Source: an optimization exercise on an open RTL-to-GDS flow (aim: small area and a short achievable clock period). Production flows keep margins and buffers that such runs may drop.
Function was checked by simulation only, so behaviour that the tests miss may differ from the original.

==> flow/design.v, too long to show whole: its modules and the start of the top module <==
// module mul_pipe_unit: 1105 lines
module mul_pipe_unit #(
   parameter int WIDTH   = 32,
   parameter int LATENCY = 4
) (
   input  logic               clk,
   input  logic               rst,
   input  logic               start,
   input  logic               is_signed,
   input  logic [WIDTH-1:0]   a,
   input  logic [WIDTH-1:0]   b,
   input  logic               flush,
   output logic               busy,
   output logic               done,
   output logic [2*WIDTH-1:0] result,
   output logic [1:0]         dbg_state
);
  // ...
==> flow/flow/run.sh <==
#!/bin/bash
# Own layout flow: the standard flow, with these changes.
#  1. After the standard synthesis, flow/faflip.py re-chooses the polarity of each full-adder cell
#     (FA(~a,~b,~c) = ~FA(a,b,c)) so that most of the inverters Yosys's extract_fa leaves between
#     adders go away. Registers and all other cells are untouched.
#  2. Ports are buffered with sky130_fd_sc_hd__buf_1 instead of the flow's default pick.
#  3. Up to CTS, repair_timing aims 5.8 ns beyond the clock period on the worst path only (no TNS
#     repair); routing and the steps after it run with the standard margin.
# Each step's output goes to a log file of its own here; ORFS's own logs are under orfs/logs.
set -euo pipefail
R=orfs/results/sky130hd/mul_pipe_unit/base
PORTS="BUFFER_PORTS_ARGS=-buffer_cell sky130_fd_sc_hd__buf_1"
bash standard.sh synth > log_synth.txt 2>&1
python3 flow/faflip.py $R/1_2_yosys.v $R/1_2_yosys.faflip.v > log_faflip.txt 2>&1
cp $R/1_2_yosys.v $R/1_2_yosys.orig.v
mv $R/1_2_yosys.faflip.v $R/1_2_yosys.v
rm -f $R/1_synth.odb
touch $R/1_2_yosys.v
bash standard.sh "$PORTS" SETUP_SLACK_MARGIN=5.8 TNS_END_PERCENT=0 cts > log_cts.txt 2>&1
bash standard.sh "$PORTS" finish > log_finish.txt 2>&1
==> flow/flow/faflip.py <==
#!/usr/bin/env python3
"""Re-choose the polarity of full-adder cells in a Yosys netlist to drop inverters.

A full adder with all three inputs inverted gives both outputs inverted:
FA(~a,~b,~c) = (~sum, ~cout). Yosys's extract_fa often picks the inverted form, which leaves an
inv_1 between most pairs of adders. This pass looks through inv_1 cells, picks for each fa cell
whether to flip it so that the fewest inverters remain, and writes the netlist back with one
inverter per signal that some pin still needs in the other polarity. Flip-flops, ports and all
other cells are left as they are.

usage: faflip.py IN.v OUT.v
"""
import re
import sys

INV = "sky130_fd_sc_hd__inv_1"
FA_PREFIX = "sky130_fd_sc_hd__fa_"
OUT_PINS = {"X", "Y", "Q", "Q_N", "SUM", "COUT", "HI", "LO"}

src = open(sys.argv[1]).read()
m = re.search(r"^(module\s.*?;\n)(.*?)^endmodule", src, re.S | re.M)
head, body = m.group(1), m.group(2)
pre, post = src[: m.start()], src[m.end():]

# split body into declarations, cells and assigns
cell_re = re.compile(r"^\s*(sky130_fd_sc_hd__\w+)\s+(\S+)\s*\((.*?)\);\s*$", re.S | re.M)
decl_lines = []
cells = []
assigns = []
pos = 0
for cm in cell_re.finditer(body):
    chunk = body[pos:cm.start()]
    for ln in chunk.splitlines():
        if ln.strip().startswith("assign"):
            assigns.append(ln)
        elif ln.strip():
            decl_lines.append(ln)
    pins = [(p, s.strip()) for p, s in re.findall(r"\.(\w+)\(([^()]*)\)", cm.group(3))]
    cells.append([cm.group(1), cm.group(2), pins])
    pos = cm.end()
for ln in body[pos:].splitlines():
    if ln.strip().startswith("assign"):
        assigns.append(ln)
    elif ln.strip():
        decl_lines.append(ln)

ports = set()
for ln in head.split("(", 1)[1].split(")")[0].split(","):
    ports.add(ln.strip())


def base_name(net):
    n = net.strip()
    if n.startswith("\\"):
        n = n.split()[0]
    return re.sub(r"\[\d+\]$", "", n.lstrip("\\"))


assign_nets = set()
for a in assigns:
    for tok in re.findall(r"\\\S+|[A-Za-z_][\w$]*(?:\s*\[\d+\])?", a):
        assign_nets.add(base_name(tok))

fixed_net = lambda n: base_name(n) in ports or base_name(n) in assign_nets

# inverters we may absorb: inv_1 whose output is an internal net
inv_of = {}     # output net -> input net
inv_cells = set()
for i, (t, n, pins) in enumerate(cells):
    if t == INV:
        d = dict(pins)
        if not fixed_net(d["Y"]):
            inv_of[d["Y"]] = d["A"]
            inv_cells.add(i)


def resolve(net):
    """(base net, polarity) of a net, looking through absorbable inverters."""
    q = 0
    seen = 0
    while net in inv_of and seen < 8:
        net = inv_of[net]
        q ^= 1
        seen += 1
    return net, q


# drivers of base nets
driver = {}
for i, (t, n, pins) in enumerate(cells):
    if i in inv_cells:
        continue
    for p, s in pins:
        if p in OUT_PINS:
            driver[s] = (i, p)

fa_idx = [i for i, c in enumerate(cells) if c[0].startswith(FA_PREFIX)]
# an fa may flip only if none of its output nets is a port or used by an assign
can_flip = {}
for i in fa_idx:
    d = dict(cells[i][2])
    can_flip[i] = not any(fixed_net(d[p]) for p in ("SUM", "COUT") if p in d)

flip = {i: 0 for i in fa_idx}

# consumer pins: (cell index, pin, base, q0)
uses = {}
for i, (t, n, pins) in enumerate(cells):
    if i in inv_cells:
        continue
    for p, s in pins:
        if p in OUT_PINS:
            continue
        b, q = resolve(s)
        uses.setdefault(b, []).append((i, p, q))
# nets used by assigns or ports (outputs) need their own polarity
for b in list(inv_of.keys()):
    pass


def phys_pol(b):
    dv = driver.get(b)
    if dv and dv[0] in flip:
        return flip[dv[0]]
    return 0


def need(b):
    """(needs true copy, needs inverted copy) relative to the physical net of b."""
    pp = phys_pol(b)
    t = f = False
    for (i, p, q) in uses.get(b, []):
        want = q ^ (flip[i] if i in flip else 0)
        if want == pp:
            t = True
        else:
            f = True
    return t, f


def cost_of(b):
    t, f = need(b)
    return 1 if f else 0


def local_nets(i):
    d = dict(cells[i][2])
    nets = set()
    for p in ("A", "B", "CIN"):
        nets.add(resolve(d[p])[0])
    for p in ("SUM", "COUT"):
        if p in d:
            nets.add(d[p])
    return nets


total0 = sum(cost_of(b) for b in set(uses))
improved = True
rounds = 0
while improved and rounds < 20:
    improved = False
    rounds += 1
    for i in fa_idx:
        if not can_flip[i]:
            continue
        nets = local_nets(i)
        before = sum(cost_of(b) for b in nets)
        flip[i] ^= 1
        after = sum(cost_of(b) for b in nets)
        if after < before:
            improved = True
        else:
            flip[i] ^= 1
total1 = sum(cost_of(b) for b in set(uses))
sys.stderr.write(f"faflip: {len(inv_cells)} absorbable inverters, signals needing an inverter "
                 f"{total0} -> {total1}, flipped {sum(flip.values())} of {len(fa_idx)} adders\n")

# rebuild
new_decl = []
counter = [0]


def fresh(prefix):
    counter[0] += 1
    name = f"_faflip_{prefix}{counter[0]}_"
    new_decl.append(f"  wire {name};")
    return name


inv_net = {}   # base -> net carrying the complement of its physical net
phys_net = {}  # base -> physical net name (renamed when the driver flips)
for b in set(uses) | set(driver):
    phys_net[b] = b
for i in fa_idx:
    if flip[i]:
        d = dict(cells[i][2])
        for p in ("SUM", "COUT"):
            if p in d:
                phys_net[d[p]] = fresh("p")

new_cells = []
for b in sorted(set(uses)):
    t, f = need(b)
    if f:
        nm = fresh("n")
        inv_net[b] = nm
        new_cells.append((INV, f"_faflip_inv{counter[0]}_", [("A", phys_net[b]), ("Y", nm)]))

out_cells = []
for i, (t, n, pins) in enumerate(cells):
    if i in inv_cells:
        continue
    newpins = []
    for p, s in pins:
        if p in OUT_PINS:
            newpins.append((p, phys_net.get(s, s)))
            continue
        b, q = resolve(s)
        want = q ^ (flip[i] if i in flip else 0)
        if want == phys_pol(b):
            newpins.append((p, phys_net[b]))
        else:
            newpins.append((p, inv_net[b]))
    out_cells.append((t, n, newpins))
out_cells.extend(new_cells)

# a flipped adder's old output net may still be a consumer-free name: if some pin wanted the
# true value of a flipped signal it now reads the inverter, so the old name is simply unused.
lines = [head]
lines.extend(decl_lines)
lines.extend(new_decl)
for t, n, pins in out_cells:
    pl = ",\n".join(f"    .{p}({s}{' ' if s.startswith(chr(92)) else ''})" for p, s in pins)
    lines.append(f"  {t} {n} (\n{pl}\n  );")
lines.extend(assigns)
open(sys.argv[2], "w").write(pre + "\n".join(lines) + "\nendmodule" + post)
==> flow/standard.sh <==
#!/bin/bash
# synth_recipe.tcl (not shown) runs the flow's synth.tcl, then flattens the netlist and writes it again
# the make line also repeats each setting of config.mk as NAME=value (left out here)
make -C /OpenROAD-flow-scripts/flow DESIGN_CONFIG=/design/flow/config.mk WORK_HOME=/design/flow/orfs CLKGATE_MAP_FILE= SYNTH_SCRIPT=/design/flow/synth_recipe.tcl "${@:-finish}"
==> flow/config.mk <==
export PLATFORM = sky130hd
export DESIGN_NAME = mul_pipe_unit
export DESIGN_NICKNAME = mul_pipe_unit
export VERILOG_FILES = /design/flow/design.v
export SDC_FILE = /design/flow/constraint.sdc
export NUM_CORES = 4
export LEC_CHECK = 0
export CAP_MARGIN = 20
export CORE_MARGIN = 2
export CORE_UTILIZATION = 55
export SLEW_MARGIN = 20
==> flow/constraint.sdc <==
create_clock -name core_clock -period 11.0 [get_ports {clk}]
set_input_delay 2.2000 -clock core_clock [delete_from_list [all_inputs] [get_ports {clk}]]
set_output_delay 2.2000 -clock core_clock [all_outputs]
set_load 0.01 [all_outputs]
==> notes.md, run 1 <==
status=complete, no violations; number of flip-flops under the largest register name=64; count of mapped cells out of synthesis=1665; postcts setup bufs=32; met2 Use GR=51.6%; destination of the worst hold path=result_r[20]; DRC violation count after routing=0; M1 wire length=21.4 mm; number of antenna violations at the first check in global routing=1; number of filler instances in the final layout=2507; type of the worst setup path=register to register; CP Capture Type=register; standard-cell row count=61; data-path buffer share of cell area in the final layout=5.92%; RSZ-0062 raised after global routing=no; cell-by-cell trace of the critical path=buf_8 -> xnor2_1 -> fa_1 -> fa_1 -> fa_1 -> fa_1 -> ha_2 -> a21o_1 -> o21bai_1 -> or2_2 -> a311oi_2 -> a21oi_2 -> o41ai_2 -> xnor2_1 -> nand2_1 -> a21oi_1; cell area after placement=16300 um2; combined buffer and inverter count along the critical path=1; Final Instance Area=17400 um2; depth of the most critical reg-to-reg path=16; max-slew violations=0; net count after synthesis=1974; via/cell ratio=6.16; # nets final=2040; Reg with most FFs=result_r; layout sequential cell count=176; top library cells by usage in the layout, fill and taps aside=sky130_fd_sc_hd__a22oi_1 (192), sky130_fd_sc_hd__nand2_1 (167), sky130_fd_sc_hd__xnor2_1 (162); vertical die dimension=173 um; worst r2r src=sel_neg[1]; hold depth=2; ant diodes=1; Worst EP required=11.38 ns
==> inputs of run 2 (changes only) <==
--- a/flow/design.v
+++ b/flow/design.v
@@ -17,16 +17,17 @@
    logic              busy_r;
    logic              done_r;
    logic [1:0]        ph;
    logic [63:0]       result_r;
    logic [32:0]       a_r;      
    logic [23:0]       bl;       
    logic              bp;       
    logic [5:0]        sel_neg, sel_one, sel_two;    
+   logic [5:0]        sel_negn, sel_onen, sel_twon;  
    logic [5:0]        nx_neg, nx_one, nx_two;       
    logic [12:0]       nb;       
    logic [32:0]       acc;      
    logic [44:0]       sum;
    logic [44:0]       rx, ry;
    wire s1;
    wire c2;
    wire s3;
@@ -421,16 +422,19 @@
    wire c392;
    wire s393;
    wire c394;
    wire s395;
    wire c396;
    wire neg0 = sel_neg[0];
    wire one0 = sel_one[0];
    wire two0 = sel_two[0];
+   wire negb0 = ~sel_negn[0];
+   wire oneb0 = ~sel_onen[0];
+   wire twob0 = ~sel_twon[0];
    wire [33:0] pp0;
    assign pp0[0] = ((one0 & a_r[0]) | (two0 & 1'b0)) ^ neg0;
    assign pp0[1] = ((one0 & a_r[1]) | (two0 & a_r[0])) ^ neg0;
    assign pp0[2] = ((one0 & a_r[2]) | (two0 & a_r[1])) ^ neg0;
    assign pp0[3] = ((one0 & a_r[3]) | (two0 & a_r[2])) ^ neg0;
    assign pp0[4] = ((one0 & a_r[4]) | (two0 & a_r[3])) ^ neg0;
    assign pp0[5] = ((one0 & a_r[5]) | (two0 & a_r[4])) ^ neg0;
    assign pp0[6] = ((one0 & a_r[6]) | (two0 & a_r[5])) ^ neg0;
@@ -439,36 +443,39 @@
    assign pp0[9] = ((one0 & a_r[9]) | (two0 & a_r[8])) ^ neg0;
    assign pp0[10] = ((one0 & a_r[10]) | (two0 & a_r[9])) ^ neg0;
    assign pp0[11] = ((one0 & a_r[11]) | (two0 & a_r[10])) ^ neg0;
    assign pp0[12] = ((one0 & a_r[12]) | (two0 & a_r[11])) ^ neg0;
    assign pp0[13] = ((one0 & a_r[13]) | (two0 & a_r[12])) ^ neg0;
    assign pp0[14] = ((one0 & a_r[14]) | (two0 & a_r[13])) ^ neg0;
    assign pp0[15] = ((one0 & a_r[15]) | (two0 & a_r[14])) ^ neg0;
    assign pp0[16] = ((one0 & a_r[16]) | (two0 & a_r[15])) ^ neg0;
-   assign pp0[17] = ((one0 & a_r[17]) | (two0 & a_r[16])) ^ neg0;
-   assign pp0[18] = ((one0 & a_r[18]) | (two0 & a_r[17])) ^ neg0;
-   assign pp0[19] = ((one0 & a_r[19]) | (two0 & a_r[18])) ^ neg0;
-   assign pp0[20] = ((one0 & a_r[20]) | (two0 & a_r[19])) ^ neg0;
-   assign pp0[21] = ((one0 & a_r[21]) | (two0 & a_r[20])) ^ neg0;
-   assign pp0[22] = ((one0 & a_r[22]) | (two0 & a_r[21])) ^ neg0;
-   assign pp0[23] = ((one0 & a_r[23]) | (two0 & a_r[22])) ^ neg0;
-   assign pp0[24] = ((one0 & a_r[24]) | (two0 & a_r[23])) ^ neg0;
-   assign pp0[25] = ((one0 & a_r[25]) | (two0 & a_r[24])) ^ neg0;
-   assign pp0[26] = ((one0 & a_r[26]) | (two0 & a_r[25])) ^ neg0;
-   assign pp0[27] = ((one0 & a_r[27]) | (two0 & a_r[26])) ^ neg0;
-   assign pp0[28] = ((one0 & a_r[28]) | (two0 & a_r[27])) ^ neg0;
-   assign pp0[29] = ((one0 & a_r[29]) | (two0 & a_r[28])) ^ neg0;
-   assign pp0[30] = ((one0 & a_r[30]) | (two0 & a_r[29])) ^ neg0;
-   assign pp0[31] = ((one0 & a_r[31]) | (two0 & a_r[30])) ^ neg0;
-   assign pp0[32] = ((one0 & a_r[32]) | (two0 & a_r[31])) ^ neg0;
-   assign pp0[33] = ((one0 & a_r[32]) | (two0 & a_r[32])) ^ neg0;
+   assign pp0[17] = ((oneb0 & a_r[17]) | (twob0 & a_r[16])) ^ negb0;
+   assign pp0[18] = ((oneb0 & a_r[18]) | (twob0 & a_r[17])) ^ negb0;
+   assign pp0[19] = ((oneb0 & a_r[19]) | (twob0 & a_r[18])) ^ negb0;
+   assign pp0[20] = ((oneb0 & a_r[20]) | (twob0 & a_r[19])) ^ negb0;
+   assign pp0[21] = ((oneb0 & a_r[21]) | (twob0 & a_r[20])) ^ negb0;
+   assign pp0[22] = ((oneb0 & a_r[22]) | (twob0 & a_r[21])) ^ negb0;
+   assign pp0[23] = ((oneb0 & a_r[23]) | (twob0 & a_r[22])) ^ negb0;
+   assign pp0[24] = ((oneb0 & a_r[24]) | (twob0 & a_r[23])) ^ negb0;
+   assign pp0[25] = ((oneb0 & a_r[25]) | (twob0 & a_r[24])) ^ negb0;
+   assign pp0[26] = ((oneb0 & a_r[26]) | (twob0 & a_r[25])) ^ negb0;
+   assign pp0[27] = ((oneb0 & a_r[27]) | (twob0 & a_r[26])) ^ negb0;
+   assign pp0[28] = ((oneb0 & a_r[28]) | (twob0 & a_r[27])) ^ negb0;
+   assign pp0[29] = ((oneb0 & a_r[29]) | (twob0 & a_r[28])) ^ negb0;
+   assign pp0[30] = ((oneb0 & a_r[30]) | (twob0 & a_r[29])) ^ negb0;
+   assign pp0[31] = ((oneb0 & a_r[31]) | (twob0 & a_r[30])) ^ negb0;
+   assign pp0[32] = ((oneb0 & a_r[32]) | (twob0 & a_r[31])) ^ negb0;
+   assign pp0[33] = ((oneb0 & a_r[32]) | (twob0 & a_r[32])) ^ negb0;
    wire neg1 = sel_neg[1];
    wire one1 = sel_one[1];
    wire two1 = sel_two[1];
+   wire negb1 = ~sel_negn[1];
+   wire oneb1 = ~sel_onen[1];
+   wire twob1 = ~sel_twon[1];
    wire [33:0] pp1;
    assign pp1[0] = ((one1 & a_r[0]) | (two1 & 1'b0)) ^ neg1;
    assign pp1[1] = ((one1 & a_r[1]) | (two1 & a_r[0])) ^ neg1;
    assign pp1[2] = ((one1 & a_r[2]) | (two1 & a_r[1])) ^ neg1;
    assign pp1[3] = ((one1 & a_r[3]) | (two1 & a_r[2])) ^ neg1;
    assign pp1[4] = ((one1 & a_r[4]) | (two1 & a_r[3])) ^ neg1;
    assign pp1[5] = ((one1 & a_r[5]) | (two1 & a_r[4])) ^ neg1;
    assign pp1[6] = ((one1 & a_r[6]) | (two1 & a_r[5])) ^ neg1;
@@ -477,36 +484,39 @@
    assign pp1[9] = ((one1 & a_r[9]) | (two1 & a_r[8])) ^ neg1;
    assign pp1[10] = ((one1 & a_r[10]) | (two1 & a_r[9])) ^ neg1;
    assign pp1[11] = ((one1 & a_r[11]) | (two1 & a_r[10])) ^ neg1;
    assign pp1[12] = ((one1 & a_r[12]) | (two1 & a_r[11])) ^ neg1;
    assign pp1[13] = ((one1 & a_r[13]) | (two1 & a_r[12])) ^ neg1;
    assign pp1[14] = ((one1 & a_r[14]) | (two1 & a_r[13])) ^ neg1;
    assign pp1[15] = ((one1 & a_r[15]) | (two1 & a_r[14])) ^ neg1;
    assign pp1[16] = ((one1 & a_r[16]) | (two1 & a_r[15])) ^ neg1;
-   assign pp1[17] = ((one1 & a_r[17]) | (two1 & a_r[16])) ^ neg1;
-   assign pp1[18] = ((one1 & a_r[18]) | (two1 & a_r[17])) ^ neg1;
-   assign pp1[19] = ((one1 & a_r[19]) | (two1 & a_r[18])) ^ neg1;
-   assign pp1[20] = ((one1 & a_r[20]) | (two1 & a_r[19])) ^ neg1;
-   assign pp1[21] = ((one1 & a_r[21]) | (two1 & a_r[20])) ^ neg1;
-   assign pp1[22] = ((one1 & a_r[22]) | (two1 & a_r[21])) ^ neg1;
-   assign pp1[23] = ((one1 & a_r[23]) | (two1 & a_r[22])) ^ neg1;
-   assign pp1[24] = ((one1 & a_r[24]) | (two1 & a_r[23])) ^ neg1;
-   assign pp1[25] = ((one1 & a_r[25]) | (two1 & a_r[24])) ^ neg1;
-   assign pp1[26] = ((one1 & a_r[26]) | (two1 & a_r[25])) ^ neg1;
-   assign pp1[27] = ((one1 & a_r[27]) | (two1 & a_r[26])) ^ neg1;
-   assign pp1[28] = ((one1 & a_r[28]) | (two1 & a_r[27])) ^ neg1;
-   assign pp1[29] = ((one1 & a_r[29]) | (two1 & a_r[28])) ^ neg1;
-   assign pp1[30] = ((one1 & a_r[30]) | (two1 & a_r[29])) ^ neg1;
-   assign pp1[31] = ((one1 & a_r[31]) | (two1 & a_r[30])) ^ neg1;
-   assign pp1[32] = ((one1 & a_r[32]) | (two1 & a_r[31])) ^ neg1;
-   assign pp1[33] = ((one1 & a_r[32]) | (two1 & a_r[32])) ^ neg1;
+   assign pp1[17] = ((oneb1 & a_r[17]) | (twob1 & a_r[16])) ^ negb1;
+   assign pp1[18] = ((oneb1 & a_r[18]) | (twob1 & a_r[17])) ^ negb1;
+   assign pp1[19] = ((oneb1 & a_r[19]) | (twob1 & a_r[18])) ^ negb1;
+   assign pp1[20] = ((oneb1 & a_r[20]) | (twob1 & a_r[19])) ^ negb1;
+   assign pp1[21] = ((oneb1 & a_r[21]) | (twob1 & a_r[20])) ^ negb1;
+   assign pp1[22] = ((oneb1 & a_r[22]) | (twob1 & a_r[21])) ^ negb1;
+   assign pp1[23] = ((oneb1 & a_r[23]) | (twob1 & a_r[22])) ^ negb1;
+   assign pp1[24] = ((oneb1 & a_r[24]) | (twob1 & a_r[23])) ^ negb1;
+   assign pp1[25] = ((oneb1 & a_r[25]) | (twob1 & a_r[24])) ^ negb1;
+   assign pp1[26] = ((oneb1 & a_r[26]) | (twob1 & a_r[25])) ^ negb1;
+   assign pp1[27] = ((oneb1 & a_r[27]) | (twob1 & a_r[26])) ^ negb1;
+   assign pp1[28] = ((oneb1 & a_r[28]) | (twob1 & a_r[27])) ^ negb1;
+   assign pp1[29] = ((oneb1 & a_r[29]) | (twob1 & a_r[28])) ^ negb1;
+   assign pp1[30] = ((oneb1 & a_r[30]) | (twob1 & a_r[29])) ^ negb1;
+   assign pp1[31] = ((oneb1 & a_r[31]) | (twob1 & a_r[30])) ^ negb1;
+   assign pp1[32] = ((oneb1 & a_r[32]) | (twob1 & a_r[31])) ^ negb1;
+   assign pp1[33] = ((oneb1 & a_r[32]) | (twob1 & a_r[32])) ^ negb1;
    wire neg2 = sel_neg[2];
    wire one2 = sel_one[2];
    wire two2 = sel_two[2];
+   wire negb2 = ~sel_negn[2];
+   wire oneb2 = ~sel_onen[2];
+   wire twob2 = ~sel_twon[2];
    wire [33:0] pp2;
    assign pp2[0] = ((one2 & a_r[0]) | (two2 & 1'b0)) ^ neg2;
    assign pp2[1] = ((one2 & a_r[1]) | (two2 & a_r[0])) ^ neg2;
    assign pp2[2] = ((one2 & a_r[2]) | (two2 & a_r[1])) ^ neg2;
    assign pp2[3] = ((one2 & a_r[3]) | (two2 & a_r[2])) ^ neg2;
    assign pp2[4] = ((one2 & a_r[4]) | (two2 & a_r[3])) ^ neg2;
    assign pp2[5] = ((one2 & a_r[5]) | (two2 & a_r[4])) ^ neg2;
    assign pp2[6] = ((one2 & a_r[6]) | (two2 & a_r[5])) ^ neg2;
@@ -515,36 +525,39 @@
    assign pp2[9] = ((one2 & a_r[9]) | (two2 & a_r[8])) ^ neg2;
    assign pp2[10] = ((one2 & a_r[10]) | (two2 & a_r[9])) ^ neg2;
    assign pp2[11] = ((one2 & a_r[11]) | (two2 & a_r[10])) ^ neg2;
    assign pp2[12] = ((one2 & a_r[12]) | (two2 & a_r[11])) ^ neg2;
    assign pp2[13] = ((one2 & a_r[13]) | (two2 & a_r[12])) ^ neg2;
    assign pp2[14] = ((one2 & a_r[14]) | (two2 & a_r[13])) ^ neg2;
    assign pp2[15] = ((one2 & a_r[15]) | (two2 & a_r[14])) ^ neg2;
    assign pp2[16] = ((one2 & a_r[16]) | (two2 & a_r[15])) ^ neg2;
-   assign pp2[17] = ((one2 & a_r[17]) | (two2 & a_r[16])) ^ neg2;
-   assign pp2[18] = ((one2 & a_r[18]) | (two2 & a_r[17])) ^ neg2;
-   assign pp2[19] = ((one2 & a_r[19]) | (two2 & a_r[18])) ^ neg2;
-   assign pp2[20] = ((one2 & a_r[20]) | (two2 & a_r[19])) ^ neg2;
-   assign pp2[21] = ((one2 & a_r[21]) | (two2 & a_r[20])) ^ neg2;
-   assign pp2[22] = ((one2 & a_r[22]) | (two2 & a_r[21])) ^ neg2;
-   assign pp2[23] = ((one2 & a_r[23]) | (two2 & a_r[22])) ^ neg2;
-   assign pp2[24] = ((one2 & a_r[24]) | (two2 & a_r[23])) ^ neg2;
-   assign pp2[25] = ((one2 & a_r[25]) | (two2 & a_r[24])) ^ neg2;
-   assign pp2[26] = ((one2 & a_r[26]) | (two2 & a_r[25])) ^ neg2;
-   assign pp2[27] = ((one2 & a_r[27]) | (two2 & a_r[26])) ^ neg2;
-   assign pp2[28] = ((one2 & a_r[28]) | (two2 & a_r[27])) ^ neg2;
-   assign pp2[29] = ((one2 & a_r[29]) | (two2 & a_r[28])) ^ neg2;
-   assign pp2[30] = ((one2 & a_r[30]) | (two2 & a_r[29])) ^ neg2;
-   assign pp2[31] = ((one2 & a_r[31]) | (two2 & a_r[30])) ^ neg2;
-   assign pp2[32] = ((one2 & a_r[32]) | (two2 & a_r[31])) ^ neg2;
-   assign pp2[33] = ((one2 & a_r[32]) | (two2 & a_r[32])) ^ neg2;
+   assign pp2[17] = ((oneb2 & a_r[17]) | (twob2 & a_r[16])) ^ negb2;
+   assign pp2[18] = ((oneb2 & a_r[18]) | (twob2 & a_r[17])) ^ negb2;
+   assign pp2[19] = ((oneb2 & a_r[19]) | (twob2 & a_r[18])) ^ negb2;
+   assign pp2[20] = ((oneb2 & a_r[20]) | (twob2 & a_r[19])) ^ negb2;
+   assign pp2[21] = ((oneb2 & a_r[21]) | (twob2 & a_r[20])) ^ negb2;
+   assign pp2[22] = ((oneb2 & a_r[22]) | (twob2 & a_r[21])) ^ negb2;
+   assign pp2[23] = ((oneb2 & a_r[23]) | (twob2 & a_r[22])) ^ negb2;
+   assign pp2[24] = ((oneb2 & a_r[24]) | (twob2 & a_r[23])) ^ negb2;
+   assign pp2[25] = ((oneb2 & a_r[25]) | (twob2 & a_r[24])) ^ negb2;
+   assign pp2[26] = ((oneb2 & a_r[26]) | (twob2 & a_r[25])) ^ negb2;
+   assign pp2[27] = ((oneb2 & a_r[27]) | (twob2 & a_r[26])) ^ negb2;
+   assign pp2[28] = ((oneb2 & a_r[28]) | (twob2 & a_r[27])) ^ negb2;
+   assign pp2[29] = ((oneb2 & a_r[29]) | (twob2 & a_r[28])) ^ negb2;
+   assign pp2[30] = ((oneb2 & a_r[30]) | (twob2 & a_r[29])) ^ negb2;
+   assign pp2[31] = ((oneb2 & a_r[31]) | (twob2 & a_r[30])) ^ negb2;
+   assign pp2[32] = ((oneb2 & a_r[32]) | (twob2 & a_r[31])) ^ negb2;
+   assign pp2[33] = ((oneb2 & a_r[32]) | (twob2 & a_r[32])) ^ negb2;
    wire neg3 = sel_neg[3];
    wire one3 = sel_one[3];
    wire two3 = sel_two[3];
+   wire negb3 = ~sel_negn[3];
+   wire oneb3 = ~sel_onen[3];
+   wire twob3 = ~sel_twon[3];
    wire [33:0] pp3;
    assign pp3[0] = ((one3 & a_r[0]) | (two3 & 1'b0)) ^ neg3;
    assign pp3[1] = ((one3 & a_r[1]) | (two3 & a_r[0])) ^ neg3;
    assign pp3[2] = ((one3 & a_r[2]) | (two3 & a_r[1])) ^ neg3;
    assign pp3[3] = ((one3 & a_r[3]) | (two3 & a_r[2])) ^ neg3;
    assign pp3[4] = ((one3 & a_r[4]) | (two3 & a_r[3])) ^ neg3;
    assign pp3[5] = ((one3 & a_r[5]) | (two3 & a_r[4])) ^ neg3;
    assign pp3[6] = ((one3 & a_r[6]) | (two3 & a_r[5])) ^ neg3;
@@ -553,36 +566,39 @@
    assign pp3[9] = ((one3 & a_r[9]) | (two3 & a_r[8])) ^ neg3;
    assign pp3[10] = ((one3 & a_r[10]) | (two3 & a_r[9])) ^ neg3;
    assign pp3[11] = ((one3 & a_r[11]) | (two3 & a_r[10])) ^ neg3;
    assign pp3[12] = ((one3 & a_r[12]) | (two3 & a_r[11])) ^ neg3;
    assign pp3[13] = ((one3 & a_r[13]) | (two3 & a_r[12])) ^ neg3;
    assign pp3[14] = ((one3 & a_r[14]) | (two3 & a_r[13])) ^ neg3;
    assign pp3[15] = ((one3 & a_r[15]) | (two3 & a_r[14])) ^ neg3;
    assign pp3[16] = ((one3 & a_r[16]) | (two3 & a_r[15])) ^ neg3;
-   assign pp3[17] = ((one3 & a_r[17]) | (two3 & a_r[16])) ^ neg3;
-   assign pp3[18] = ((one3 & a_r[18]) | (two3 & a_r[17])) ^ neg3;
-   assign pp3[19] = ((one3 & a_r[19]) | (two3 & a_r[18])) ^ neg3;
-   assign pp3[20] = ((one3 & a_r[20]) | (two3 & a_r[19])) ^ neg3;
-   assign pp3[21] = ((one3 & a_r[21]) | (two3 & a_r[20])) ^ neg3;
-   assign pp3[22] = ((one3 & a_r[22]) | (two3 & a_r[21])) ^ neg3;
-   assign pp3[23] = ((one3 & a_r[23]) | (two3 & a_r[22])) ^ neg3;
-   assign pp3[24] = ((one3 & a_r[24]) | (two3 & a_r[23])) ^ neg3;
-   assign pp3[25] = ((one3 & a_r[25]) | (two3 & a_r[24])) ^ neg3;
-   assign pp3[26] = ((one3 & a_r[26]) | (two3 & a_r[25])) ^ neg3;
-   assign pp3[27] = ((one3 & a_r[27]) | (two3 & a_r[26])) ^ neg3;
-   assign pp3[28] = ((one3 & a_r[28]) | (two3 & a_r[27])) ^ neg3;
-   assign pp3[29] = ((one3 & a_r[29]) | (two3 & a_r[28])) ^ neg3;
-   assign pp3[30] = ((one3 & a_r[30]) | (two3 & a_r[29])) ^ neg3;
-   assign pp3[31] = ((one3 & a_r[31]) | (two3 & a_r[30])) ^ neg3;
-   assign pp3[32] = ((one3 & a_r[32]) | (two3 & a_r[31])) ^ neg3;
-   assign pp3[33] = ((one3 & a_r[32]) | (two3 & a_r[32])) ^ neg3;
+   assign pp3[17] = ((oneb3 & a_r[17]) | (twob3 & a_r[16])) ^ negb3;
+   assign pp3[18] = ((oneb3 & a_r[18]) | (twob3 & a_r[17])) ^ negb3;
+   assign pp3[19] = ((oneb3 & a_r[19]) | (twob3 & a_r[18])) ^ negb3;
+   assign pp3[20] = ((oneb3 & a_r[20]) | (twob3 & a_r[19])) ^ negb3;
+   assign pp3[21] = ((oneb3 & a_r[21]) | (twob3 & a_r[20])) ^ negb3;
+   assign pp3[22] = ((oneb3 & a_r[22]) | (twob3 & a_r[21])) ^ negb3;
+   assign pp3[23] = ((oneb3 & a_r[23]) | (twob3 & a_r[22])) ^ negb3;
+   assign pp3[24] = ((oneb3 & a_r[24]) | (twob3 & a_r[23])) ^ negb3;
+   assign pp3[25] = ((oneb3 & a_r[25]) | (twob3 & a_r[24])) ^ negb3;
+   assign pp3[26] = ((oneb3 & a_r[26]) | (twob3 & a_r[25])) ^ negb3;
+   assign pp3[27] = ((oneb3 & a_r[27]) | (twob3 & a_r[26])) ^ negb3;
+   assign pp3[28] = ((oneb3 & a_r[28]) | (twob3 & a_r[27])) ^ negb3;
+   assign pp3[29] = ((oneb3 & a_r[29]) | (twob3 & a_r[28])) ^ negb3;
+   assign pp3[30] = ((oneb3 & a_r[30]) | (twob3 & a_r[29])) ^ negb3;
+   assign pp3[31] = ((oneb3 & a_r[31]) | (twob3 & a_r[30])) ^ negb3;
+   assign pp3[32] = ((oneb3 & a_r[32]) | (twob3 & a_r[31])) ^ negb3;
+   assign pp3[33] = ((oneb3 & a_r[32]) | (twob3 & a_r[32])) ^ negb3;
    wire neg4 = sel_neg[4];
    wire one4 = sel_one[4];
    wire two4 = sel_two[4];
+   wire negb4 = ~sel_negn[4];
+   wire oneb4 = ~sel_onen[4];
+   wire twob4 = ~sel_twon[4];
    wire [33:0] pp4;
    assign pp4[0] = ((one4 & a_r[0]) | (two4 & 1'b0)) ^ neg4;
    assign pp4[1] = ((one4 & a_r[1]) | (two4 & a_r[0])) ^ neg4;
    assign pp4[2] = ((one4 & a_r[2]) | (two4 & a_r[1])) ^ neg4;
    assign pp4[3] = ((one4 & a_r[3]) | (two4 & a_r[2])) ^ neg4;
    assign pp4[4] = ((one4 & a_r[4]) | (two4 & a_r[3])) ^ neg4;
    assign pp4[5] = ((one4 & a_r[5]) | (two4 & a_r[4])) ^ neg4;
    assign pp4[6] = ((one4 & a_r[6]) | (two4 & a_r[5])) ^ neg4;
@@ -591,36 +607,39 @@
    assign pp4[9] = ((one4 & a_r[9]) | (two4 & a_r[8])) ^ neg4;
    assign pp4[10] = ((one4 & a_r[10]) | (two4 & a_r[9])) ^ neg4;
    assign pp4[11] = ((one4 & a_r[11]) | (two4 & a_r[10])) ^ neg4;
    assign pp4[12] = ((one4 & a_r[12]) | (two4 & a_r[11])) ^ neg4;
    assign pp4[13] = ((one4 & a_r[13]) | (two4 & a_r[12])) ^ neg4;
    assign pp4[14] = ((one4 & a_r[14]) | (two4 & a_r[13])) ^ neg4;
    assign pp4[15] = ((one4 & a_r[15]) | (two4 & a_r[14])) ^ neg4;
    assign pp4[16] = ((one4 & a_r[16]) | (two4 & a_r[15])) ^ neg4;
-   assign pp4[17] = ((one4 & a_r[17]) | (two4 & a_r[16])) ^ neg4;
-   assign pp4[18] = ((one4 & a_r[18]) | (two4 & a_r[17])) ^ neg4;
-   assign pp4[19] = ((one4 & a_r[19]) | (two4 & a_r[18])) ^ neg4;
-   assign pp4[20] = ((one4 & a_r[20]) | (two4 & a_r[19])) ^ neg4;
-   assign pp4[21] = ((one4 & a_r[21]) | (two4 & a_r[20])) ^ neg4;
-   assign pp4[22] = ((one4 & a_r[22]) | (two4 & a_r[21])) ^ neg4;
-   assign pp4[23] = ((one4 & a_r[23]) | (two4 & a_r[22])) ^ neg4;
-   assign pp4[24] = ((one4 & a_r[24]) | (two4 & a_r[23])) ^ neg4;
-   assign pp4[25] = ((one4 & a_r[25]) | (two4 & a_r[24])) ^ neg4;
-   assign pp4[26] = ((one4 & a_r[26]) | (two4 & a_r[25])) ^ neg4;
-   assign pp4[27] = ((one4 & a_r[27]) | (two4 & a_r[26])) ^ neg4;
-   assign pp4[28] = ((one4 & a_r[28]) | (two4 & a_r[27])) ^ neg4;
-   assign pp4[29] = ((one4 & a_r[29]) | (two4 & a_r[28])) ^ neg4;
-   assign pp4[30] = ((one4 & a_r[30]) | (two4 & a_r[29])) ^ neg4;
-   assign pp4[31] = ((one4 & a_r[31]) | (two4 & a_r[30])) ^ neg4;
-   assign pp4[32] = ((one4 & a_r[32]) | (two4 & a_r[31])) ^ neg4;
-   assign pp4[33] = ((one4 & a_r[32]) | (two4 & a_r[32])) ^ neg4;
+   assign pp4[17] = ((oneb4 & a_r[17]) | (twob4 & a_r[16])) ^ negb4;
+   assign pp4[18] = ((oneb4 & a_r[18]) | (twob4 & a_r[17])) ^ negb4;
+   assign pp4[19] = ((oneb4 & a_r[19]) | (twob4 & a_r[18])) ^ negb4;
+   assign pp4[20] = ((oneb4 & a_r[20]) | (twob4 & a_r[19])) ^ negb4;
+   assign pp4[21] = ((oneb4 & a_r[21]) | (twob4 & a_r[20])) ^ negb4;
+   assign pp4[22] = ((oneb4 & a_r[22]) | (twob4 & a_r[21])) ^ negb4;
+   assign pp4[23] = ((oneb4 & a_r[23]) | (twob4 & a_r[22])) ^ negb4;
+   assign pp4[24] = ((oneb4 & a_r[24]) | (twob4 & a_r[23])) ^ negb4;
+   assign pp4[25] = ((oneb4 & a_r[25]) | (twob4 & a_r[24])) ^ negb4;
+   assign pp4[26] = ((oneb4 & a_r[26]) | (twob4 & a_r[25])) ^ negb4;
+   assign pp4[27] = ((oneb4 & a_r[27]) | (twob4 & a_r[26])) ^ negb4;
+   assign pp4[28] = ((oneb4 & a_r[28]) | (twob4 & a_r[27])) ^ negb4;
+   assign pp4[29] = ((oneb4 & a_r[29]) | (twob4 & a_r[28])) ^ negb4;
+   assign pp4[30] = ((oneb4 & a_r[30]) | (twob4 & a_r[29])) ^ negb4;
+   assign pp4[31] = ((oneb4 & a_r[31]) | (twob4 & a_r[30])) ^ negb4;
+   assign pp4[32] = ((oneb4 & a_r[32]) | (twob4 & a_r[31])) ^ negb4;
+   assign pp4[33] = ((oneb4 & a_r[32]) | (twob4 & a_r[32])) ^ negb4;
    wire neg5 = sel_neg[5];
    wire one5 = sel_one[5];
    wire two5 = sel_two[5];
+   wire negb5 = ~sel_negn[5];
+   wire oneb5 = ~sel_onen[5];
+   wire twob5 = ~sel_twon[5];
    wire [33:0] pp5;
    assign pp5[0] = ((one5 & a_r[0]) | (two5 & 1'b0)) ^ neg5;
    assign pp5[1] = ((one5 & a_r[1]) | (two5 & a_r[0])) ^ neg5;
    assign pp5[2] = ((one5 & a_r[2]) | (two5 & a_r[1])) ^ neg5;
    assign pp5[3] = ((one5 & a_r[3]) | (two5 & a_r[2])) ^ neg5;
    assign pp5[4] = ((one5 & a_r[4]) | (two5 & a_r[3])) ^ neg5;
    assign pp5[5] = ((one5 & a_r[5]) | (two5 & a_r[4])) ^ neg5;
    assign pp5[6] = ((one5 & a_r[6]) | (two5 & a_r[5])) ^ neg5;
@@ -629,33 +648,33 @@
    assign pp5[9] = ((one5 & a_r[9]) | (two5 & a_r[8])) ^ neg5;
    assign pp5[10] = ((one5 & a_r[10]) | (two5 & a_r[9])) ^ neg5;
    assign pp5[11] = ((one5 & a_r[11]) | (two5 & a_r[10])) ^ neg5;
    assign pp5[12] = ((one5 & a_r[12]) | (two5 & a_r[11])) ^ neg5;
    assign pp5[13] = ((one5 & a_r[13]) | (two5 & a_r[12])) ^ neg5;
    assign pp5[14] = ((one5 & a_r[14]) | (two5 & a_r[13])) ^ neg5;
    assign pp5[15] = ((one5 & a_r[15]) | (two5 & a_r[14])) ^ neg5;
    assign pp5[16] = ((one5 & a_r[16]) | (two5 & a_r[15])) ^ neg5;
-   assign pp5[17] = ((one5 & a_r[17]) | (two5 & a_r[16])) ^ neg5;
-   assign pp5[18] = ((one5 & a_r[18]) | (two5 & a_r[17])) ^ neg5;
-   assign pp5[19] = ((one5 & a_r[19]) | (two5 & a_r[18])) ^ neg5;
-   assign pp5[20] = ((one5 & a_r[20]) | (two5 & a_r[19])) ^ neg5;
-   assign pp5[21] = ((one5 & a_r[21]) | (two5 & a_r[20])) ^ neg5;
-   assign pp5[22] = ((one5 & a_r[22]) | (two5 & a_r[21])) ^ neg5;
-   assign pp5[23] = ((one5 & a_r[23]) | (two5 & a_r[22])) ^ neg5;
-   assign pp5[24] = ((one5 & a_r[24]) | (two5 & a_r[23])) ^ neg5;
-   assign pp5[25] = ((one5 & a_r[25]) | (two5 & a_r[24])) ^ neg5;
-   assign pp5[26] = ((one5 & a_r[26]) | (two5 & a_r[25])) ^ neg5;
-   assign pp5[27] = ((one5 & a_r[27]) | (two5 & a_r[26])) ^ neg5;
-   assign pp5[28] = ((one5 & a_r[28]) | (two5 & a_r[27])) ^ neg5;
-   assign pp5[29] = ((one5 & a_r[29]) | (two5 & a_r[28])) ^ neg5;
-   assign pp5[30] = ((one5 & a_r[30]) | (two5 & a_r[29])) ^ neg5;
-   assign pp5[31] = ((one5 & a_r[31]) | (two5 & a_r[30])) ^ neg5;
-   assign pp5[32] = ((one5 & a_r[32]) | (two5 & a_r[31])) ^ neg5;
-   assign pp5[33] = ((one5 & a_r[32]) | (two5 & a_r[32])) ^ neg5;
+   assign pp5[17] = ((oneb5 & a_r[17]) | (twob5 & a_r[16])) ^ negb5;
+   assign pp5[18] = ((oneb5 & a_r[18]) | (twob5 & a_r[17])) ^ negb5;
+   assign pp5[19] = ((oneb5 & a_r[19]) | (twob5 & a_r[18])) ^ negb5;
+   assign pp5[20] = ((oneb5 & a_r[20]) | (twob5 & a_r[19])) ^ negb5;
+   assign pp5[21] = ((oneb5 & a_r[21]) | (twob5 & a_r[20])) ^ negb5;
+   assign pp5[22] = ((oneb5 & a_r[22]) | (twob5 & a_r[21])) ^ negb5;
+   assign pp5[23] = ((oneb5 & a_r[23]) | (twob5 & a_r[22])) ^ negb5;
+   assign pp5[24] = ((oneb5 & a_r[24]) | (twob5 & a_r[23])) ^ negb5;
+   assign pp5[25] = ((oneb5 & a_r[25]) | (twob5 & a_r[24])) ^ negb5;
+   assign pp5[26] = ((oneb5 & a_r[26]) | (twob5 & a_r[25])) ^ negb5;
+   assign pp5[27] = ((oneb5 & a_r[27]) | (twob5 & a_r[26])) ^ negb5;
+   assign pp5[28] = ((oneb5 & a_r[28]) | (twob5 & a_r[27])) ^ negb5;
+   assign pp5[29] = ((oneb5 & a_r[29]) | (twob5 & a_r[28])) ^ negb5;
+   assign pp5[30] = ((oneb5 & a_r[30]) | (twob5 & a_r[29])) ^ negb5;
+   assign pp5[31] = ((oneb5 & a_r[31]) | (twob5 & a_r[30])) ^ negb5;
+   assign pp5[32] = ((oneb5 & a_r[32]) | (twob5 & a_r[31])) ^ negb5;
+   assign pp5[33] = ((oneb5 & a_r[32]) | (twob5 & a_r[32])) ^ negb5;
    assign s1 = acc[8] ^ neg4;
    assign c2 = acc[8] & neg4;
    assign s3 = acc[9] ^ pp0[9];
    assign c4 = acc[9] & pp0[9];
    assign s5 = acc[10] ^ neg5 ^ pp0[10];
    assign c6 = (acc[10] & neg5) | (acc[10] & pp0[10]) | (neg5 & pp0[10]);
    assign s7 = pp1[8] ^ pp2[6];
    assign c8 = pp1[8] & pp2[6];
@@ -1092,14 +1111,17 @@
          a_r <= a_r;
          bl  <= {sum[11:0], bl[23:12]};
          bp  <= bl[11];
          acc <= sum[44:12];
       end
       sel_neg <= nx_neg;
       sel_one <= nx_one;
       sel_two <= nx_two;
+      sel_negn <= ~nx_neg;
+      sel_onen <= ~nx_one;
+      sel_twon <= ~nx_two;
    end
    assign busy      = busy_r;
    assign done      = done_r;
    assign result    = result_r;
    assign dbg_state = {1'b0, busy_r};
 endmodule
==> run 2 against run 1 <==
Against the previous run:
- register-to-register slack hardly changed
- clock-buffer cell count unchanged
- critical path depth grew 1
- hold slack gained 0.013 ns
- core utilization shrank 2.0 points
- via count decreased by 0.93%
- first-iteration DRC count shrank 8.3%
- global-route usage is 1.7 points lower
- non-clock buffer count shrank 21
- sequential share of layout area rose by 1.7 points
- critical path type unchanged
==> notes.md, run 2 <==
status=complete, no violations; clock transition time at the flip-flop clock pins of the worst setup and hold paths=0.10 ns; worst setup margin=5.71 ns; registers with the most flip-flops=result_r: 64 flops, a_r: 33 flops, acc: 33 flops; most common cell after layout, fill and taps aside=sky130_fd_sc_hd__nand2_1; peak per-stage delay on the critical path=0.54 ns; starting density of the core=55.4%; Port Buffer Count=135; final worst path period need=5.29 ns; hold buffer count at cts=0; hold wc startpoint=result_r[28]; Hold Slack=0.467 ns; global route overflow=0; vias in the first global route=13027; Final Instance Count excl. Fillers=2150; worst r2r src=a_r[21]; WL final=48.9 mm; drt initial violations=1250; max-slew violations=0 (unchanged); Reg with most FFs=result_r; via total after detailed routing=12952; final sum of negative setup slack=0 ns; average wire length per cell after detail routing=22.7 um; count of boundary I/O pins=137; HPWL Detailed=35.5 mm; share of layout cells above drive strength 1=8.41%; Worst Path Max Fanout=12; vertical die dimension=176 um (+1.7%); period utilization=48.1%; standard-cell row count=63 (+3.3%); hold crit path type=register to register; post-synthesis area per instance=9.52 um2; via/cell ratio=6.02 (-2.2%); cell occurring most often along the worst timing path=sky130_fd_sc_hd__fa_1; Post-Place Cells=2099; Setup violations, final=0; Sinks on Clock Net=194; cell-by-cell trace of the critical path=inv_1 -> o22ai_1 -> xnor2_1 -> fa_1 -> fa_1 -> fa_1 -> fa_1 -> ha_1 -> a21oi_1 -> o21ai_0 -> a21oi_1 -> nor2_1 -> nor3_1 -> and2_1 -> xnor2_1 -> nand2_1 -> a21boi_0; first-pass GRT wire length=76.3 mm; actual slew at the worst max-slew pin=0.855 ns; TritonCTS clock tree=done; die area=31000 um2; post-synthesis to final-layout area growth=8.66%; slew margin rel.=43.0%; iteration count of the initial detailed-routing pass=5; Warnings, synthesis=1; number of flip-flops under the largest register name=64 (unchanged); Fin. Hold Viols=0; type of the worst setup path=register to register; Worst EP required=11.38 ns (about the same); Max Cap Viol=0; count of mapped cells out of synthesis=1711 (+2.8%); ant diodes=0 (-1); maximum number of pins on one net before global-route repair=75; slowest cell on the critical path=sky130_fd_sc_hd__fa_1; floorplan die width=176 um; CP Capture Type=register; final worst clock skew=0.0216 ns; top library cells by usage in the layout, fill and taps aside=sky130_fd_sc_hd__nand2_1 (167), sky130_fd_sc_hd__xnor2_1 (161), sky130_fd_sc_hd__fa_1 (160); clock buffer count from CTS=17; number of buffers on the longest clock path=2; root buf cell=sky130_fd_sc_hd__clkbuf_16; largest delay contributor family on the critical path=adder cells; achievable clock frequency=189 MHz; netlist area before placement=16300 um2; count of H-tree levels built during CTS=4; number of antenna violations at the first check in global routing=0 (-1); antenna violation net count after detailed routing=0; Core Area=29400 um2; Worst setup SP type=register; final RePlAce weighted congestion=0.940; RSZ-0062 raised after global routing=no; DRC violation count after routing=0 (unchanged); # nets final=2056 (+0.78%); Setup WS pre-CTS=5.15 ns; net count after synthesis=2020 (+2.3%); combined buffer and inverter count along the critical path=1 (unchanged); clock insertion delay at the later pin of the skew report=0.47 ns; WP data arrival=5.67 ns; Total Routing Usage GR=32.3%; start point of the critical path=a_r[21]
-- run 2: timing repair --
action	CTS	global route
setup buffers	19	0
hold endpoints to repair	0	0
endpoints found under the setup margin	57	0
resized for setup	43	0
-- run 2: final timing paths --
path | endpoint | slack (ns) | cells after the start
min | result_r[28] | 0.47 | 2
max reg2reg | result_r[51] | 5.71 | 17
min reg2reg | result_r[28] | 0.47 | 2
max | result_r[51] | 5.71 | 17
-- run 2: per-layer routing --
metal	global-route usage [%]	vias up	wire (um)
met3	5.10	97	3380
li1	-	5864	-
met1	44.1	6432	20900
met5	0	-	0
met4	11.1	0	1540
met2	52.6	559	23100
-- run 2: layout make-up --
class                   instances  area, um2
fillers                      2620      11700
flip-flops and latches        194       4260
multi-input cells            1240      11100
clock inverters                15        220
repair buffers                168        756
well taps                     390        488
inverters                     126        504
clock buffers                  17        425
-- run 2: through the flow --
stage	instance area [um2]	utilization [%]
2_1_floorplan	16300	-
3_3_place_gp	16800	57.2
3_5_place_dp	16800	57.2
4_1_cts	17700	60.2
5_1_grt	17700	60.2
6_report	17700	60.2
-- run 2: worst min-delay path, delay by kind of cell (launching register included) --
kind            cells  cell delay (ns)
compound gates      1             0.06
flops               1             0.32
simple gates        1             0.04

what the ideal ports hide:
No port has a modelled driver above. Below, the same layouts with a new extraction and two added sets of constraints.
Step 1: set_driving_cell puts a clkbuf_16 on clk and a buf_2 on each other input, an assumption about the parent block.
Step 2, shift: input delay + t, output delay - t, t = (earliest + latest rising clock arrival at the registers) / 2. This alone moves slack from input paths to output paths.
Three values: no drivers, after step 1, after step 2; two values: the first two.
| run | t (ns) | setup WS [ns] | worst hold slack (ns) | worst setup path after step 2 | worst slew at a driven data input, ns |
|---|---|---|---|---|---|
| run 1 | 0.498 | 5.701 / 5.701 / 5.701 | 0.454 / 0.454 / 0.454 | register to register | 0.07 |
| run 2 | 0.511 | 5.709 / 5.709 / 5.709 | 0.467 / 0.467 / 0.467 | register to register | 0.06 |
After both steps every run listed still meets setup and hold.
